Context: an optimization exercise on an open-source flow, tuned for small area. The choices shown serve that exercise and are no tape-out recipe. Function was checked by simulation only, so behaviour that the tests miss may differ from the original. Power and IR drop assume default switching activity. The flow treats the clock pin as an ideal source, which a real chip does not have.

== oak ==
// adc_frame_packer
module adc_frame_packer
#(
  parameter int NCH    = adc_pkg::ADC_NCH,
  parameter int SW     = adc_pkg::ADC_SW,
  parameter int FCNT_W = 16
) (
  input  logic                  clk,
  input  logic                  rst,
  input  logic                  s_valid,
  output logic                  s_ready,
  input  logic [SW-1:0]         s_data,
  input  logic                  s_sof,
  output logic [2*NCH*SW-1:0]   m_data,
  output logic                  m_valid,
  input  logic                  m_ready,
  output logic                  sync_err,
  output logic [FCNT_W-1:0]     frame_cnt
);
Size: roughly 1700 flip-flops, about 910 I/O pins, roughly 51000 um^2 of cells after synthesis.
==> flow/config.mk <==
export PLATFORM = sky130hd
export DESIGN_NAME = adc_frame_packer
export DESIGN_NICKNAME = adc_frame_packer
export VERILOG_FILES = /design/flow/design.v
export SDC_FILE = /design/flow/constraint.sdc
export NUM_CORES = 4
export LEC_CHECK = 0
export CAP_MARGIN = 20
export CORE_MARGIN = 2
export CORE_UTILIZATION = 60
export SLEW_MARGIN = 20
export SYNTH_HIERARCHICAL = 1
export SYNTH_MINIMUM_KEEP_SIZE = 0
==> flow/constraint.sdc <==
create_clock -name core_clock -period 5.0 [get_ports {clk}]
set_input_delay 1.0000 -clock core_clock [delete_from_list [all_inputs] [get_ports {clk}]]
set_output_delay 1.0000 -clock core_clock [all_outputs]
set_load 0.01 [all_outputs]
standard.sh (not shown) runs the stock make flow with config.mk's settings and CLKGATE_MAP_FILE= SYNTH_SCRIPT=/design/flow/synth_recipe.tcl, a recipe that flattens the netlist after the stock synthesis.
==> flow/flow/run.sh <==
#!/bin/bash
# Standard ORFS layout with smaller port buffers and a leaner clock tree.
# All tool output goes to standard_flow.log here (ORFS's own per-step logs
# stay under orfs/logs/).
set -uo pipefail
bash standard.sh \
  BUFFER_PORTS_ARGS="-buffer_cell sky130_fd_sc_hd__buf_1" \
  CTS_ARGS="-sink_clustering_enable -repair_clock_nets -dont_use_dummy_load -buf_list {sky130_fd_sc_hd__clkbuf_8} -sink_clustering_size 16 -sink_clustering_max_diameter 40" \
  finish > standard_flow.log 2>&1
oak: all stages complete, timing, DRC and antenna checks passed
#### Input delta (pine over oak)
==> flow/flow/run.sh <==
#!/bin/bash
# Standard ORFS layout with smaller port buffers and a leaner clock tree.
# All tool output goes to standard_flow.log here (ORFS's own per-step logs
# stay under orfs/logs/).
set -uo pipefail
bash standard.sh \
  BUFFER_PORTS_ARGS="-buffer_cell sky130_fd_sc_hd__buf_1" \
  CTS_ARGS="-sink_clustering_enable -repair_clock_nets -dont_use_dummy_load -buf_list {sky130_fd_sc_hd__clkbuf_16} -sink_clustering_size 22 -sink_clustering_max_diameter 50" \
  finish > standard_flow.log 2>&1
==> comparison <==
Summary of pine over oak: combinational share of power down 0.2 points, violation count after the first detailed-route iteration down about 2.7%, post-route clock period utilization down 1.3 points, overall power of the completed layout up 2.3 mW, total global-route track usage flat.
Data required time at the worst endpoint delta for pine relative to oak: 0.14 ns lower
Reported for pine and oak, flip-flop and latch count turned out identical to the last digit.
Setup changes, pine to birch
Settings: swapping 20 for 10 in CAP_MARGIN; swapping 60 for 75 in CORE_UTILIZATION; swapping 20 for 10 in SLEW_MARGIN.
==> flow/flow/run.sh <==
#!/bin/bash
# Standard ORFS layout with smaller port buffers and a leaner clock tree.
# All tool output goes to standard_flow.log here (ORFS's own per-step logs
# stay under orfs/logs/).
set -uo pipefail
bash standard.sh \
  BUFFER_PORTS_ARGS="-buffer_cell sky130_fd_sc_hd__buf_1" \
  CTS_ARGS="-sink_clustering_enable -repair_clock_nets -dont_use_dummy_load -buf_list {sky130_fd_sc_hd__clkbuf_16} -sink_clustering_size 32 -sink_clustering_max_diameter 80" \
  finish > standard_flow.log 2>&1
==> comparison <==
birch reached the end of the flow, and the finished layout is clean on the timing, design-rule and antenna checks.
Relative contribution of the clock network to total power, pine and birch, higher one = pine.
Taking pine as the reference, in birch non-clock buffer count saw a decrease; synthesis-to-finish area growth dropped 4.7 points.
TritonCTS buffer count | birch below pine
Highest metal layer with signal wires = met4: pine; highest metal layer with signal wires = met5: birch
birch vs pine — die area dropped by more than 10%
pine → birch: non-clock buffer share of cell area closely matched the old numbers, share of synthesized registers carrying an async set or reset closely matched the old numbers, power decreased by 14% relative to the old numbers.
Between pine and birch, the clock insertion delay at the later pin of the skew report is higher for pine.
In the metrics for pine and birch, the one carrying the higher initial antenna violation count is birch.
For maple, these inputs were changed with respect to birch:
Settings: CORE_UTILIZATION changed from 75 to 70.
==> flow/flow/run.sh <==
#!/bin/bash
# Standard ORFS layout with smaller port buffers and a leaner clock tree.
# All tool output goes to standard_flow.log here (ORFS's own per-step logs
# stay under orfs/logs/).
set -uo pipefail
bash standard.sh \
  BUFFER_PORTS_ARGS="-buffer_cell sky130_fd_sc_hd__buf_1" \
  CTS_ARGS="-sink_clustering_enable -repair_clock_nets -dont_use_dummy_load -buf_list {sky130_fd_sc_hd__clkbuf_8} -sink_clustering_size 20 -sink_clustering_max_diameter 50" \
  finish > standard_flow.log 2>&1
[summary]
| relative contribution of the clock network to total power | maple vs birch | 1.6 points higher |. Looking at detailed-route wire length on metal 1, maple sits above birch. birch has higher initial cell density of the core than maple. The pre-CTS worst setup slack number comes out higher for maple vs birch. birch → maple: cell area reported after detailed placement stayed essentially flat; sequential share of cell area fell by 0.45 points. Compared with birch, maple shows a lower global-route usage. Reported for maple and birch, count of cells along the worst hold path turned out identical to the last digit. The design area of maple is higher than that of birch. Diff birch -> maple | global-route wire length before repair | decrease of 4200 um. Total power: maple above birch.

port drivers added, routing unchanged:
How much do the figures lean on ideal ports? The routed layouts below were timed once more, with nothing changed but the port constraints.
Step 1 assumes that a clkbuf_16 drives the clock port and a buf_2 every other input.
Step 2 moves the port delays by t, midway between the first and last clock arrival at a register: inputs arrive t later, outputs are due t later. That takes back most of the time a late clock gives input paths.
a / b / c = no drivers / after step 1 / after step 2; a / b = the first two.
run | t (ns) | slack for setup (ns) | latest minus earliest clock arrival (ns) | worst slew at a driven data input, ns
oak | 0.887 | 1.098 / 1.097 / 1.069 | 0.129 / 0.129 | 0.03
pine | 0.776 | 1.161 / 1.161 / 1.104 | 0.087 / 0.087 | 0.03
birch | 0.732 | 0.825 / 0.825 / 0.825 | 0.078 / 0.077 | 0.07
maple | 0.868 | 1.047 / 1.026 / 1.047 | 0.076 / 0.076 | 0.10
After both steps every run listed still meets setup and hold. The setup slack of pine, which loses most, moves by 0.000 ns with the drivers and by -0.057 ns with both steps.
